What follows belongs to an exercise in optimizing a design on an open flow for small area; a production flow would make more cautious choices. Only simulation tests tie the RTL to the original design; equivalence was not proved.

File: run.sh
#!/bin/bash
# synth_recipe.tcl (not shown) runs the flow's synth.tcl, then flattens the netlist and writes it again
# the make line also repeats each setting of config.mk as NAME=value (left out here)
make -C /OpenROAD-flow-scripts/flow DESIGN_CONFIG=/design/flow/config.mk WORK_HOME=/design/flow/orfs CLKGATE_MAP_FILE= SYNTH_SCRIPT=/design/flow/synth_recipe.tcl finish
File: config.mk
export PLATFORM = sky130hd
export DESIGN_NAME = pot_pickup_cv_mixer
export DESIGN_NICKNAME = pot_pickup_cv_mixer
export VERILOG_FILES = /design/flow/design.v
export SDC_FILE = /design/flow/constraint.sdc
export NUM_CORES = 4
export LEC_CHECK = 0
export CAP_MARGIN = 20
export CORE_MARGIN = 2
export CORE_UTILIZATION = 40
export SLEW_MARGIN = 20
File: constraint.sdc
create_clock -name core_clock -period 12.0 [get_ports {clk}]
set_input_delay 2.4000 -clock core_clock [delete_from_list [all_inputs] [get_ports {clk}]]
set_output_delay 2.4000 -clock core_clock [all_outputs]
set_load 0.01 [all_outputs]
File: design.v
`timescale 1ns / 1ps
package ppcm_pkg;
	localparam int FS_BITS = 12;
	localparam int NUM_KNOBS   = 3;
	localparam int NUM_PRESETS = 32;
	localparam int VAL_W       = 8;
	localparam int STORE_BITS  = NUM_KNOBS * NUM_PRESETS * VAL_W;
	localparam int MAX_DEPTH = 100;
endpackage
`timescale 1ns / 1ps
module ppcm_ram (
	input  logic                       clk,
	input  logic                       we,
	input  logic [ppcm_pkg::VAL_W-1:0] wdata,
	output logic [ppcm_pkg::VAL_W-1:0] head
);
	localparam int W = ppcm_pkg::VAL_W;
	localparam int N = ppcm_pkg::STORE_BITS;
	logic [N-1:0] ring_q;
	always_ff @(posedge clk) begin
		ring_q <= {(we ? wdata : ring_q[W-1:0]), ring_q[N-1:W]};
	end
	assign head = ring_q[W-1:0];
endmodule
`timescale 1ns / 1ps
module ppcm_lvl_div (
	input  logic [9:0] a,
	input  logic [9:0] b,
	input  logic       cin,
	output logic [9:0] sum
);
	assign sum = a + b + {9'd0, cin};
endmodule
`timescale 1ns / 1ps
module pot_pickup_cv_mixer (
	input  logic        clk,
	input  logic        arst_n,
	input  logic        in_valid,
	output logic        in_ready,
	input  logic [1:0]  in_kind,
	input  logic [4:0]  in_preset,
	input  logic [1:0]  in_knob,
	input  logic [11:0] in_knob_reading,
	input  logic [11:0] in_cv_reading,
	input  logic [7:0]  in_range_low,
	input  logic [7:0]  in_range_high,
	input  logic [7:0]  in_load_value,
	output logic        out_valid,
	input  logic        out_ready,
	output logic [11:0] out_drive_level,
	output logic [7:0]  out_param_value,
	output logic        out_picked_up,
	input  logic        cfg_we,
	input  logic [1:0]  cfg_index,
	input  logic [6:0]  cfg_data
);
	localparam logic [4:0]
		ST_IDLE   = 5'd0,
		ST_LDC    = 5'd1,    
		ST_MULD   = 5'd2,    
		ST_DIV100 = 5'd3,    
		ST_ZH1    = 5'd4,    
		ST_MULC   = 5'd5,    
		ST_CORC   = 5'd6,    
		ST_FINC   = 5'd7,    
		ST_VVC    = 5'd8,    
		ST_INITH  = 5'd9,    
		ST_DIV200 = 5'd10,   
		ST_ZH2    = 5'd11,   
		ST_MULH   = 5'd12,   
		ST_CORH   = 5'd13,
		ST_FINH   = 5'd14,   
		ST_VVH    = 5'd15,   
		ST_CD1    = 5'd16,   
		ST_CD2    = 5'd17,
		ST_CD3    = 5'd18,
		ST_LDP    = 5'd19,   
		ST_MULP   = 5'd20,   
		ST_CORP   = 5'd21,
		ST_FINP   = 5'd22,   
		ST_VVP    = 5'd23,   
		ST_CL1    = 5'd24,   
		ST_CL2    = 5'd25,
		ST_CL3    = 5'd26,
		ST_HEAD   = 5'd27,   
		ST_CMP    = 5'd28,   
		ST_DIVM   = 5'd29,   
		ST_CPY    = 5'd30,   
		ST_WAIT   = 5'd31;   
	logic [4:0] st_q;
	logic [3:0] cnt_q;
	logic       last;
	logic [1:0] cv_mode_q;
	logic [1:0] cv_target_q;
	logic [6:0] d_q;
	logic [2:0] flags_q;
	logic       out_valid_q;
	logic [4:0] pos_p_q;
	logic [1:0] pos_k_q;
	logic [7:0]  h_q;
	logic [11:0] l_q;
	logic [9:0]  vv_q;
	logic [11:0] lv_q;
	logic [1:0]  lx_q;    
	logic        lc_q;    
	logic        f_q, g_q;
	logic        pu_q;
	logic [7:0] head;
	logic       at_entry;
	logic       take, we;
	logic [8:0] span;
	logic       neg;
	logic [7:0] dx;
	logic       ms_zero;
	logic       cv_sel, mix, mode2, knob3;
	logic       flag_cur, hit, flag_new;
	logic [9:0] add_a, add_b;
	logic       add_ci;
	logic [9:0] add_s;
	logic       corr, qnz, qb;
	logic is_mul, is_div;
	always_comb begin
		span    = {1'b0, in_range_high} - {1'b0, in_range_low};
		neg     = span[8];
		dx      = span[7:0] ^ {8{neg}};    
		ms_zero = span[7:0] == 8'd0;
		knob3   = in_knob == 2'd3;
		cv_sel  = (cv_target_q == in_knob) && (d_q != 7'd0);
		mix     = cv_sel && (cv_mode_q == 2'd1 || cv_mode_q == 2'd2);
		mode2   = cv_mode_q == 2'd2;
		flag_cur = flags_q[in_knob];
		at_entry = (pos_p_q == in_preset) && (pos_k_q == in_knob);
		last    = cnt_q == 4'd11;
		is_mul  = st_q == ST_MULD || st_q == ST_MULC || st_q == ST_MULH || st_q == ST_MULP;
		is_div  = st_q == ST_DIV100 || st_q == ST_DIV200 || st_q == ST_DIVM;
		corr    = f_q && (l_q[11:8] == 4'hF);
		qnz     = (h_q != 8'd0) || corr;
	end
	always_comb begin
		add_a  = {2'b00, h_q};
		add_b  = 10'd0;
		add_ci = 1'b0;
		unique case (st_q)
			ST_MULD: add_b = l_q[0] ? {3'b000, d_q} : 10'd0;
			ST_MULC, ST_MULH, ST_MULP: begin
				add_b  = l_q[0] ? {2'b00, dx} : 10'd0;
				add_ci = l_q[0] && neg;
			end
			ST_DIV100: begin
				add_a  = {1'b0, h_q, l_q[11]};
				add_b  = ~10'd100;
				add_ci = 1'b1;
			end
			ST_DIV200: begin
				add_a  = {1'b0, h_q, l_q[11]};
				add_b  = ~10'd200;
				add_ci = 1'b1;
			end
			ST_DIVM: begin
				add_a  = {1'b0, h_q, l_q[11]};
				add_b  = ~{2'b00, dx};
				add_ci = !neg;
			end
			ST_CMP: begin
				add_b  = ~{2'b00, dx};
				add_ci = !neg;
			end
			ST_CORC, ST_CORH, ST_CORP: begin
				add_b  = {2'b00, l_q[7:0]};
				add_ci = 1'b1;
			end
			ST_FINC, ST_FINH, ST_FINP: begin
				add_a  = neg ? 10'd0 : {2'b00, h_q};
				add_b  = {2'b00, (neg && !qnz) ? in_range_high : in_range_low};
				add_ci = !neg && corr;
			end
			ST_INITH: begin
				add_a = 10'h0FF;
				add_b = {3'b000, d_q};
			end
			ST_HEAD: begin
				add_a = {2'b00, head ^ {8{neg}}};
				add_b = {2'b00, in_range_low ^ {8{~neg}}};
			end
			ST_VVC: begin
				add_a = 10'd0;
				add_b = {2'b00, h_q};
			end
			ST_VVH: begin
				add_a  = vv_q;
				add_b  = ~{2'b00, h_q};
				add_ci = 1'b1;
			end
			ST_VVP: begin
				add_a  = mix ? vv_q : 10'd0;
				add_b  = {2'b00, h_q};
			end
			ST_CD1: begin
				add_a = vv_q;
				add_b = {2'b00, in_range_high};
			end
			ST_CL1: begin
				add_a  = vv_q;
				add_b  = ~{2'b00, in_range_low};
				add_ci = 1'b1;
			end
			ST_CD2, ST_CL2: begin
				add_a = vv_q;
				add_b = ~{2'b00, in_range_high};
			end
			ST_CD3: begin
				add_a  = 10'd0;
				add_b  = f_q ? ~{2'b00, in_range_high} : {2'b00, in_range_high};
				add_ci = f_q;
			end
			ST_CL3: begin
				add_a = 10'd0;
				add_b = {2'b00, f_q ? in_range_low : in_range_high};
			end
			ST_IDLE, ST_ZH1, ST_ZH2, ST_LDC, ST_LDP: add_a = 10'd0;
			default: ;
		endcase
	end
	ppcm_lvl_div u_add (
		.a   (add_a),
		.b   (add_b),
		.cin (add_ci),
		.sum (add_s)
	);
	assign qb = !add_s[9];
	always_comb begin
		hit      = (st_q == ST_HEAD) && (h_q == head);
		flag_new = flag_cur || hit;
	end
	always_comb begin
		take = 1'b0;
		we   = 1'b0;
		if (st_q == ST_WAIT) begin
			take = knob3 || at_entry;
			we   = !knob3 && at_entry && in_kind == 2'd1;
		end else if (st_q == ST_HEAD && at_entry) begin
			take = cv_sel || flag_new || ms_zero;
			we   = cv_sel || flag_new;
		end
		in_ready = take;
	end
	ppcm_ram u_ram (
		.clk   (clk),
		.we    (we),
		.wdata (vv_q[7:0]),
		.head  (head)
	);
	always_ff @(posedge clk or negedge arst_n) begin
		if (!arst_n) begin
			pos_p_q <= '0;
			pos_k_q <= '0;
		end else begin
			if (pos_k_q == 2'd2) begin
				pos_k_q <= 2'd0;
				pos_p_q <= pos_p_q + 5'd1;
			end else begin
				pos_k_q <= pos_k_q + 2'd1;
			end
		end
	end
	always_ff @(posedge clk or negedge arst_n) begin
		if (!arst_n) begin
			cv_mode_q   <= '0;
			cv_target_q <= '0;
			d_q         <= '0;
		end else if (cfg_we) begin
			unique case (cfg_index)
				2'd0: cv_mode_q   <= cfg_data[1:0];
				2'd1: cv_target_q <= cfg_data[1:0];
				2'd2: d_q         <= (cfg_data > 7'd100) ? 7'd100 : cfg_data;
				default: ;
			endcase
		end
	end
	always_ff @(posedge clk or negedge arst_n) begin
		if (!arst_n) begin
			st_q <= ST_IDLE;
		end else begin
			unique case (st_q)
				ST_IDLE: if (in_valid && !out_valid_q) begin
					if (in_kind != 2'd0 || knob3) st_q <= ST_WAIT;
					else if (mix)                 st_q <= ST_LDC;
					else                          st_q <= ST_LDP;
				end
				ST_MULD, ST_DIV100, ST_MULC, ST_DIV200, ST_MULH, ST_MULP, ST_DIVM:
					if (last) st_q <= st_q + 5'd1;
				ST_VVC:  st_q <= mode2 ? ST_INITH : ST_LDP;
				ST_VVP:  st_q <= mix ? ST_CL1 : ST_HEAD;
				ST_HEAD: if (at_entry) begin
					if (take)          st_q <= ST_IDLE;
					else if (add_s[8]) st_q <= ST_CMP;
					else               st_q <= ST_WAIT;
				end
				ST_CMP:  st_q <= qb ? ST_WAIT : ST_DIVM;
				ST_CPY:  if (last) st_q <= ST_WAIT;
				ST_WAIT: if (take) st_q <= ST_IDLE;
				default: st_q <= st_q + 5'd1;
			endcase
		end
	end
	always_ff @(posedge clk) begin
		if ((is_mul || is_div || st_q == ST_CPY) && !last) cnt_q <= cnt_q + 4'd1;
		else cnt_q <= '0;
	end
	always_ff @(posedge clk) begin
		unique case (st_q)
			ST_LDC: begin
				h_q <= add_s[7:0];
				l_q <= in_cv_reading;
			end
			ST_LDP: begin
				h_q <= add_s[7:0];
				l_q <= in_knob_reading;
			end
			ST_ZH1, ST_ZH2, ST_FINC, ST_FINH, ST_FINP: h_q <= add_s[7:0];
			ST_MULD, ST_MULC, ST_MULH, ST_MULP: begin
				h_q <= add_s[8:1];
				l_q <= {add_s[0], l_q[11:1]};
			end
			ST_DIV100, ST_DIV200, ST_DIVM: begin
				h_q <= qb ? add_s[7:0] : {h_q[6:0], l_q[11]};
				l_q <= {l_q[10:0], qb};
			end
			ST_INITH: begin
				h_q <= add_s[7:0];
				l_q <= {4'hF, ~add_s[7:0]};
			end
			ST_HEAD: if (at_entry) begin
				h_q <= add_s[7:0];
				l_q <= {4'hF, ~add_s[7:0]};
			end
			ST_CPY: l_q <= {l_q[0], l_q[11:1]};
			default: ;
		endcase
	end
	always_ff @(posedge clk) begin
		unique case (st_q)
			ST_CORC, ST_CORH, ST_CORP: f_q <= add_s[8];
			ST_CD1, ST_CL1: f_q <= add_s[9];
			default: ;
		endcase
		g_q <= !f_q && !add_s[9];
	end
	always_ff @(posedge clk) begin
		unique case (st_q)
			ST_IDLE: if (in_valid && !out_valid_q) vv_q <= knob3 ? add_s : {2'b00, in_load_value};
			ST_VVC, ST_VVH, ST_VVP: vv_q <= add_s;
			ST_CD3, ST_CL3: if (f_q || g_q) vv_q <= add_s;
			default: ;
		endcase
		if ((take || (st_q == ST_HEAD && at_entry)) && !we && !knob3) vv_q <= {2'b00, head};
	end
	logic lv_en, lv_copy, lv_sub, fa_a, fa_b, fa_c, fa_s, fa_co;
	always_comb begin
		lv_en   = st_q == ST_MULC || st_q == ST_MULH || st_q == ST_MULP || st_q == ST_CPY;
		lv_copy = st_q == ST_MULC || st_q == ST_CPY || (st_q == ST_MULP && !mix);
		lv_sub  = st_q == ST_MULH;
		fa_a    = lv_q[0] && !lv_copy;
		fa_b    = l_q[0] ^ lv_sub;
		fa_c    = (cnt_q == 4'd0) ? lv_sub : lc_q;
		{fa_co, fa_s} = {1'b0, fa_a} + {1'b0, fa_b} + {1'b0, fa_c};
	end
	always_ff @(posedge clk) begin
		if (lv_en) begin
			lv_q <= {fa_s, lv_q[11:1]};
			lc_q <= fa_co;
			if (last) lx_q <= (lv_copy ? 2'b00 : lx_q) + {lv_sub, lv_sub} + {1'b0, fa_co};
		end
		unique case (st_q)
			ST_IDLE: if (in_valid && !out_valid_q) lx_q <= 2'b10;
			ST_HEAD: if (at_entry && !mix && !flag_new && !cv_sel) lx_q <= 2'b10;
			ST_CMP:  if (qb) lx_q <= 2'b01;
			default: ;
		endcase
	end
	always_ff @(posedge clk or negedge arst_n) begin
		if (!arst_n) begin
			flags_q <= '0;
		end else if (take) begin
			if (in_kind == 2'd2)
				flags_q <= '0;
			else if (hit)
				flags_q[in_knob] <= 1'b1;
		end
	end
	always_ff @(posedge clk) begin
		if (take) pu_q <= (knob3 || in_kind == 2'd2) ? 1'b0 : flag_new;
	end
	always_ff @(posedge clk or negedge arst_n) begin
		if (!arst_n) begin
			out_valid_q <= 1'b0;
		end else if (take) begin
			out_valid_q <= 1'b1;
		end else if (out_ready) begin
			out_valid_q <= 1'b0;
		end
	end
	assign out_valid       = out_valid_q;
	assign out_param_value = vv_q[7:0];
	assign out_picked_up   = pu_q;
	assign out_drive_level = lx_q[1] ? 12'd0 : (lx_q[0] ? 12'hFFF : lv_q);
endmodule
==> summary.txt <==
[worst paths after layout]
| check | from | to | slack (ns) | depth (start not counted) |
|---|---|---|---|---|
| setup / recovery | in_knob[0] | in_ready | 3.86 | 9 |
| hold / removal | u_ram.ring_q[85]$_DFF_P_ | u_ram.ring_q[77]$_DFF_P_ | 0.31 | 0 |
| max in group asynchronous | arst_n | cv_mode_q[0]$_DFFE_PN0P_ | 9.53 | 2 |
| hold reg to reg | u_ram.ring_q[85]$_DFF_P_ | u_ram.ring_q[77]$_DFF_P_ | 0.31 | 0 |
| min in group asynchronous | arst_n | out_valid_q$_DFFE_PN0P_ | 2.18 | 2 |
| setup reg to reg | st_q[0]$_DFFE_PN0P_ | h_q[1]$_DFFE_PP_ | 5.96 | 17 |
[per-stage QoR]
stage,hold slack (ns),cells
global placement,0.3102,2358
finish,0.3146,2503
floorplan,0.3096,1559
detailed placement,0.3121,2358
global route,0.3162,2503
CTS,0.3092,2503
[metal layers]
metal / up-vias / wire, um
li1: 5593 / -
met2: 319 / 18970
met4: 0 / 901
met5: - / 0
met3: 54 / 2449
met1: 5649 / 22000
[logic make-up after synthesis]
logic type                 count (synthesis)
xor gates and xnor gates                  62
adders and majority gates                 31
and+or+nand+nor                          255
DFF                                      847
muxes                                     48
AOI/OAI and AO/OA                        232
buffers and inverters                     84
[cells in the final DEF, fill, tap and decap left out, types with 13 or more instances in the layout]
cell type,synthesis,final
dfxtp_1,777,777
xnor2_1,48,48
ha_1,26,26
buf_4,8,13
mux2_2,15,15
nor3_1,16,16
inv_1,28,28
clkinv_2,0,18
edfxtp_1,43,43
nand2b_1,13,13
nor2_1,95,93
nand3_1,19,19
mux2i_1,33,33
a221o_1,20,20
a21oi_1,47,47
clkbuf_16,0,80
clkdlybuf4s50_1,0,93
dfrtp_1,27,27
o21ai_0,42,42
nand2_1,54,54
[registers in the layout, indices dropped and copies added, names as in the netlist, 2 cells and up]
signal / flops
vv_q: 10
h_q: 8
cnt_q: 4
u_ram.ring_q: 768
lv_q: 12
pos_p_q: 5
cv_mode_q: 2
flags_q: 3
l_q: 12
lx_q: 2
d_q: 7
cv_target_q: 2
pos_k_q: 2
st_q: 5
[power groups by stage]
stage               Combinational (mW)  Sequential (mW)  Clock, mW
finish                            2.24             3.20       2.52
global route                      2.39             3.20       2.72
CTS                               2.22             3.19       2.59
detailed placement                2.21             3.25          0
global placement                  2.17             3.25          0
floorplan                         1.52             3.16          0
[area by class of cell]
cell class                 count  area, um2  area share
clock buffer                 100       2178     0.08146
clock inverter                45      570.5     0.02134
inverter                      29      108.9    0.004071
multi-input combinational    628       4397      0.1644
sequential                   847      17520      0.6553
tap                          748      935.9     0.03500
timing repair buffer         106       1028     0.03846
==> impl_metrics.toml <==
[status]
outcome = "complete, no violations"

[clock_tree]
cts_tree = "built"
clk_pin_slew_ns = 0.07
post_cts_resized = 0
clk_path_buf_depth = 3
htreeDepth = 3
clock_sinks = 847
cts-root-buf = "clkbuf_16"
cts_hold_buf = 0
insertion_delay_ns = 0.61
cts_buffers = 78
cts_setup_buffers = 0

[timing]
hold_violations = 0
max_freq_mhz = 122.9
layout_worst_path_cycle_share = 0.6783
fin_skew_ns = 0.01803
setup_tns_ns = 0
finalSetupViolCount = 0
slew_headroom = 0.2285
period_minus_slack_ns = 8.139
worst_slew_pin_slew_ns = 1.148
layout_setup_ws_ns = 3.861
grt_setup_unrepaired = "no"
final-max-slew-violation-count = 0

[logic_synthesis]
ys_warn_count = 2
synth_xor_area_frac = 0.02504
synth-simple-area-share = 0.05620
synth_ff_type = "dfxtp_1"
synth_top_area_frac = 0.6980
synth_mux_area_frac = 0.02240
synth_top_family_by_area = "compound AO/OA/AOI/OAI gates"
synthTopCellsByArea = "dfxtp_1 70%, edfxtp_1 5.8%, dfrtp_1 3.0%"
async_reset_ff_frac = 0.03188
synth_edf_count = 43
syn_nets = 1661
synthCells = 1559
synthTopCellsByCount = "777 x dfxtp_1, 95 x nor2_1, 54 x nand2_1, 48 x xnor2_1, 47 x a21oi_1"
synth_compound_area_frac = 0.07412
synth_cell_types = 75
avgSynthCellArea_um2 = 14.29
synth_top_area_cell = "dfxtp_1"
yosysSeqAreaShare = 0.7863
synth_seq_cells = 847
synthesis.area_um2 = 22280
synth.most_common_cell = "dfxtp_1"
synthAdderAreaFrac = 0.01909

[final_layout]
drive_gt1_frac = 0.1037
area.growth.synth_to_final_pct = 20.00
final_area_um2 = 26740
fillCellCount = 4745
fin_util = 0.4854
nNetsFinal = 1792
diodes = 0

[power_and_ir_drop]
p_switching_mw = 2.610
seqPwrFrac = 0.402
clkPwrFrac = 0.317
cellInternalPower_mw = 5.348
max-vdd-ir-drop_mv = 0.2351
swShare = 0.3280
p_per_area_nw_per_um2 = 297.6
p_comb_frac = 0.282
p_leak_nw = 10.59
report.power.total_mw = 7.958

[floorplanning]
start_util = 0.4045
core.rowCount = 86
fp.dieW_um = 240.0
die_h_um = 240.0
core_area_um2 = 55090
die_area_um2 = 57610
io_pins = 94

[detailed_routing]
dr.pass1.iters = 6
dr.first_iter.drc_count = 875
wl_mm = 44.32
wl_per_cell_um = 17.71
vias = 11615
ant_nets = 0
routed_via_density = 4.640
post-route-drc-count = 0

[critical_path]
path_cells = "clkdlybuf4s50_1 -> xnor2_1 -> nand4_1 -> nor4_4 -> nand2_1 -> or4_4 -> o41ai_4 -> buf_4 -> clkdlybuf4s50_1"
cp.arrival_ns = 5.74
cp_common_cell = "clkdlybuf4s50_1"
max_stage_delay_ns = 0.68
end_kind = "output pin"
cp_top_family = "buffers and inverters"
cp_max_fo = 14
critical_path_class = "primary input to output pin"
cp-start-kind = "primary input"
required_ns = 9.60
cpMaxStageDelayCell = "clkdlybuf4s50_1"
cp_num_buf_inv = 3

[worst_hold_path]
hold_class = "register to register"

[place]
dpl.hpwl_mm = 29.29
portBuffers = 93
place_ws_ns = 3.664
gp_congestion = 0.8987
placed_area_um2 = 23990

[global_routing]
grt_start_max_net_pins = 28
antenna_found_initial = 0
use_met1 = 0.2306
top_usage_layer = "met1"
grt_pass1_wl_mm = 68.94
track_usage = 0.1573
grt.overflow.total = 0
grt_pass1_vias = 11683
gr-usage-met3 = 0.03295
grt_use_met2 = 0.2282

[job]
cap_violations = 0

[what the ideal ports hide]
In the flow no input, the clock included, has a driving cell. The finished layout below was timed again as built, in two steps. Step 1, drivers: a clkbuf_16 drives clk and a buf_2 each remaining input, both assumed. Step 2 moves the port delays by t, midway between the first and last clock arrival at a register: inputs arrive t later, outputs are due t later. That takes back most of the time a late clock gives input paths. Three values: ideal, step 1, step 2; two values: the first two.
shift t [ns]: 0.657
setup slack, ns: 3.861 / 3.837 / 3.589
latest minus earliest clock arrival (ns): 0.020 / 0.019
worst register clock-pin slew, ns: 0.07 / 0.07
worst slew at a driven data input, ns: 0.05
After both steps setup and hold are still met in this run. For this run, drivers alone change the setup slack by -0.024 ns; drivers and shift together by -0.272 ns.
